Context: an optimization exercise on an open-source flow, tuned for small area, a short achievable clock period and few clock cycles. The choices shown serve that exercise and are no tape-out recipe. Function was checked by simulation only, so behaviour that the tests miss may differ from the original.

## run A
## edge_midpoint_subdivider
module edge_midpoint_subdivider (
  input  wire logic                      clk_i,
  input  wire logic                      rst_ni,
  input  wire logic                      cfg_we_i,
  input  wire logic [DELTA_W-1:0]        cfg_wdata_i,
  input  wire logic                      edge_valid_i,
  output logic                           edge_ready_o,
  input  wire logic signed [COORD_W-1:0] edge_start_x_i,
  input  wire logic signed [COORD_W-1:0] edge_start_y_i,
  input  wire logic signed [COORD_W-1:0] edge_end_x_i,
  input  wire logic signed [COORD_W-1:0] edge_end_y_i,
  output logic                           point_valid_o,
  input  wire logic                      point_ready_i,
  output logic signed [POINT_W-1:0]      point_x_o,
  output logic signed [POINT_W-1:0]      point_y_o,
  output logic                           point_last_o,
  output logic                           point_capped_o
);
Size in the first run: about 480 flip-flops, about 150 I/O pins, ~28000 um2 of cells after synthesis.
==> flow/config.mk <==
export PLATFORM = sky130hd
export DESIGN_NAME = edge_midpoint_subdivider
export DESIGN_NICKNAME = edge_midpoint_subdivider
export VERILOG_FILES = /design/flow/design.v
export SDC_FILE = /design/flow/constraint.sdc
export NUM_CORES = 4
export LEC_CHECK = 0
export CAP_MARGIN = 20
export CORE_MARGIN = 2
export CORE_UTILIZATION = 40
export PLACE_DENSITY = 0.6
export SETUP_SLACK_MARGIN = 5
export SLEW_MARGIN = 20
==> flow/constraint.sdc <==
create_clock -name core_clock -period 9.0 [get_ports {clk_i}]
set_input_delay 1.8000 -clock core_clock [delete_from_list [all_inputs] [get_ports {clk_i}]]
set_output_delay 1.8000 -clock core_clock [all_outputs]
set_load 0.01 [all_outputs]
standard.sh (not shown) runs the stock make flow with config.mk's settings and CLKGATE_MAP_FILE= SYNTH_SCRIPT=/design/flow/synth_recipe.tcl, a recipe that flattens the netlist after the stock synthesis.
==> flow/flow/run.sh <==
#!/bin/bash
# The standard layout, with repair_timing aiming for a larger setup margin.
set -euo pipefail
bash standard.sh SETUP_SLACK_MARGIN=6.0 finish > standard_make.log 2>&1
Run A went all the way through synthesis, placement and routing and the layout is clean on timing, DRC and antenna.
Testbench counts of run A, summed over its fixed seeds: cycles 16,976.
Setup changes, run A to run B
==> flow/flow/run.sh <==
#!/bin/bash
# The standard layout, with repair_timing aiming for a larger setup margin.
set -euo pipefail
bash standard.sh SETUP_SLACK_MARGIN=5.5 finish > standard_make.log 2>&1
Results
- Length of routed met2 wiring (run B / run A): 0.80
- On final-layout clock buffer total: between run A and run B, it ends up higher for run B.
- Diff run B..run A | clock network latency to the later pin of the worst-skew pair | negligible
- Looking at final critical-path setup slack across run A and run B, the one that comes out lower is run B.
- Final cell count: run B vs run A down 215
- From run A to run B, core area did not move at all.
- Run B: flow completed, timing, DRC and antenna clean
- Of run A and run B, run A shows the higher via count, with run B below it.
- Changes observed in run B relative to run A: worst hold slack after final layout rose 0.0032 ns.

## v54
edge_midpoint_subdivider, a different RTL version from the one above (not shown whole).
For scale: roughly 480 flip-flops, about 150 I/O pins.
Settings: LEC_CHECK=0, CAP_MARGIN=20, CORE_MARGIN=2, CORE_UTILIZATION=55, CTS_BUF_LIST=sky130_fd_sc_hd__clkbuf_16, CTS_CLUSTER_DIAMETER=60, CTS_CLUSTER_SIZE=40, PLACE_DENSITY=0.75, SETUP_SLACK_MARGIN=5, SLEW_MARGIN=20; clock period 9.0 ns.
==> flow/flow/run.sh <==
#!/bin/bash
# The standard layout, with the ports buffered by buf_4 rather than the
# flow's default pick, and repair_timing aiming for a larger setup margin.
set -euo pipefail
bash standard.sh SETUP_SLACK_MARGIN=5.7 "BUFFER_PORTS_ARGS=-buffer_cell sky130_fd_sc_hd__buf_4" finish > standard_make.log 2>&1
v54: no failed stages, no open violations at the end
Testbench counts of v54, summed over its fixed seeds: cycles 16,976.
Input-level comparison between v31 and v54:
# v54
export LEC_CHECK = 0
export CAP_MARGIN = 20
export CORE_MARGIN = 2
export CORE_UTILIZATION = 55
export CTS_BUF_LIST = sky130_fd_sc_hd__clkbuf_16
export CTS_CLUSTER_DIAMETER = 60
export CTS_CLUSTER_SIZE = 40
export PLACE_DENSITY = 0.75
export SETUP_SLACK_MARGIN = 5
export SLEW_MARGIN = 20
create_clock -name core_clock -period 9.0 [get_ports {clk_i}]
# v31
export LEC_CHECK = 0
export ABC_AREA = 1
export CAP_MARGIN = 20
export CORE_MARGIN = 2
export CORE_UTILIZATION = 55
export CTS_BUF_LIST = sky130_fd_sc_hd__clkbuf_8
export PLACE_DENSITY = 0.75
export SETUP_SLACK_MARGIN = 5
export SLEW_MARGIN = 20
create_clock -name core_clock -period 9.0 [get_ports {clk_i}]
==> flow/flow/run.sh <==
#!/bin/bash
# The standard layout, with the ports buffered by buf_2 rather than the
# flow's default pick, and repair_timing aiming for a larger setup margin.
set -euo pipefail
bash standard.sh SETUP_SLACK_MARGIN=5.8 "BUFFER_PORTS_ARGS=-buffer_cell sky130_fd_sc_hd__buf_2" finish > standard_make.log 2>&1
Notes after the runs:
Sort v54 and v31 by post-route non-filler standard cell count, ascending, and v54 comes first.
v31 vs. v54: design area increased about 2.2%; non-clock buffer count decreased 6.
The higher post-route fraction of the period consumed by the critical path of v54 and v31 is in v54.
On v31: die area is 3.7% higher than what v54 gave.
v31 leaves more setup margin than v54.
Changes in v17 relative to v31:
==> flow/flow/run.sh <==
#!/bin/bash
# The standard layout, with the ports buffered by buf_4 rather than the
# flow's default pick, and repair_timing aiming for a larger setup margin.
set -euo pipefail
bash standard.sh SETUP_SLACK_MARGIN=5.7 "BUFFER_PORTS_ARGS=-buffer_cell sky130_fd_sc_hd__buf_4" finish > standard_make.log 2>&1
Final design instance area without fill delta (v17 -> v31): insignificant
Number of multi-input combinational cells: v17 vs v31 — no meaningful difference
The CTS clock-pin slew for the worst setup and hold paths of v31 and that of v17 are within noise of each other.
Going from v31 to v17, post-CTS resize count grows by 4.
Row number of clock buffers in the layout: v17 lower / v31 higher
Compare v31 and v17 | global-route wire length before repair higher: v17
Taking v31 as the reference, in v17 fraction of the cycle the final worst path needs picked up an extra 0.73 points, least setup slack across all paths after layout went down.
## Diff of input files: v20 against v17
# v17
export LEC_CHECK = 0
export ABC_AREA = 1
export CAP_MARGIN = 20
export CORE_MARGIN = 2
export CORE_UTILIZATION = 55
export CTS_BUF_LIST = sky130_fd_sc_hd__clkbuf_8
export PLACE_DENSITY = 0.75
export SETUP_SLACK_MARGIN = 5
export SLEW_MARGIN = 20
create_clock -name core_clock -period 9.0 [get_ports {clk_i}]
# v20
export LEC_CHECK = 0
export CAP_MARGIN = 20
export CORE_MARGIN = 2
export CORE_UTILIZATION = 55
export CTS_BUF_LIST = sky130_fd_sc_hd__clkbuf_8
export PLACE_DENSITY = 0.75
export SETUP_SLACK_MARGIN = 5
export SLEW_MARGIN = 20
create_clock -name core_clock -period 9.0 [get_ports {clk_i}]
## What came out
- Across v17 and v20, the outcome is the same: a clean finish for every run.
- The most common cell after layout, fill and taps aside comes out sky130_fd_sc_hd__nand2_1 in one run and sky130_fd_sc_hd__edfxtp_1 in the other, namely in v17 and v20 respectively.
- Summary of v20 over v17: global-route usage over all layers now sits lower; non-clock buffer count went up; final cell count lost 580; fraction of met1 tracks used by global routing shrank by 1.1 points; register-to-register slack shrank by 0.10 ns.
- Compared with v17, die area in v20 decreased by a few percent.
## Diff of input files: v21 against v20
# v20
export LEC_CHECK = 0
export CAP_MARGIN = 20
export CORE_MARGIN = 2
export CORE_UTILIZATION = 55
export CTS_BUF_LIST = sky130_fd_sc_hd__clkbuf_8
export PLACE_DENSITY = 0.75
export SETUP_SLACK_MARGIN = 5
export SLEW_MARGIN = 20
create_clock -name core_clock -period 9.0 [get_ports {clk_i}]
# v21
export LEC_CHECK = 0
export ABC_AREA = 1
export CAP_MARGIN = 20
export CORE_MARGIN = 2
export CORE_UTILIZATION = 55
export CTS_BUF_LIST = sky130_fd_sc_hd__clkbuf_8
export PLACE_DENSITY = 0.75
export SETUP_SLACK_MARGIN = 5
export SLEW_MARGIN = 20
create_clock -name core_clock -period 9.0 [get_ports {clk_i}]
--- a/flow/flow/run.sh
+++ b/flow/flow/run.sh
@@ -5 +5 @@
-bash standard.sh SETUP_SLACK_MARGIN=5.7 "BUFFER_PORTS_ARGS=-buffer_cell sky130_fd_sc_hd__buf_4" finish > standard_make.log 2>&1
+bash standard.sh SETUP_SLACK_MARGIN=5.8 "BUFFER_PORTS_ARGS=-buffer_cell sky130_fd_sc_hd__buf_4" finish > standard_make.log 2>&1
--- outcome ---
- Final cell area: v21 above v20
- Changes observed in v21 relative to v20: hold slack now sits higher; global routing usage summed across all routing layers now sits higher; critical path depth now sits lower; non-clock buffer count now sits lower.
- The remaining max-slew budget at the tightest pin in v21 was lower than what v20 gave.
- Count of buffering cells on the critical path with inverters included up 2 in v21 wrt v20
- Relative to v20, the fraction of final layout cells with drive strength greater than 1 of v21 is lower by 5.5 points.
- The storage element area on v21 is in line with that on v20.
--- input diff v21..v7 ---
# v21
export LEC_CHECK = 0
export ABC_AREA = 1
export CAP_MARGIN = 20
export CORE_MARGIN = 2
export CORE_UTILIZATION = 55
export CTS_BUF_LIST = sky130_fd_sc_hd__clkbuf_8
export PLACE_DENSITY = 0.75
export SETUP_SLACK_MARGIN = 5
export SLEW_MARGIN = 20
create_clock -name core_clock -period 9.0 [get_ports {clk_i}]
# v7
export LEC_CHECK = 0
export CAP_MARGIN = 20
export CORE_MARGIN = 2
export CORE_UTILIZATION = 40
export CTS_BUF_LIST = sky130_fd_sc_hd__clkbuf_8
export PLACE_DENSITY = 0.6
export SETUP_SLACK_MARGIN = 5
export SLEW_MARGIN = 20
create_clock -name core_clock -period 9.0 [get_ports {clk_i}]
- Going from v21 to v7, path depth of the worst reg2reg path climbed 2, row count climbed 12.
- Final period utilization ends up lower on v21.
- v21 ended up with sky130_fd_sc_hd__nand2_1 as its leading cell type in the layout, fill and taps excluded; v7 ended up with sky130_fd_sc_hd__edfxtp_1.
- Min minimum clock period across v7 and v21: v21
- From v21 to v7 the numbers moved as follows: final standard cell area without fillers +0.95%, final worst-path setup slack -0.22 ns.

## static timing again, ports no longer ideal
The flow's constraints put no driver on any port. The routed layouts listed below were extracted and timed again, unchanged, in two steps. Step 1 sets driving cells, clkbuf_16 on the clock port and buf_2 on the other inputs (assumed; they add their load-dependent delay and slew). Step 2, shift: input delay + t, output delay - t, t = (earliest + latest rising clock arrival at the registers) / 2. This alone moves slack from input paths to output paths. a / b / c = ideal / step 1 / step 2; a / b = the first two.
run	t, ns	slack for setup (ns)	latest minus earliest clock arrival (ns)	slew at the worst register clock pin (ns)	pins driven straight from the clock port
run A	0.673	5.607 / 5.607 / 5.001	0.033 / 0.032	0.07 / 0.07	1
run B	0.665	5.567 / 5.513 / 5.038	0.026 / 0.026	0.06 / 0.06	1
v54	0.626	5.662 / 5.662 / 5.373	0.076 / 0.076	0.12 / 0.12	1
v31	0.744	5.837 / 5.781 / 5.502	0.041 / 0.042	0.07 / 0.07	1
v17	0.703	5.771 / 5.715 / 5.507	0.055 / 0.055	0.07 / 0.07	1
v20	0.708	5.754 / 5.728 / 5.398	0.028 / 0.028	0.07 / 0.07	1
v21	0.737	5.842 / 5.786 / 5.577	0.046 / 0.046	0.08 / 0.08	1
v7	0.728	5.620 / 5.565 / 5.463	0.055 / 0.055	0.07 / 0.07	1
After both steps setup and hold are still met in every run listed. The setup slack of run A, which loses most, moves by 0.000 ns with the drivers and by -0.606 ns with both steps.
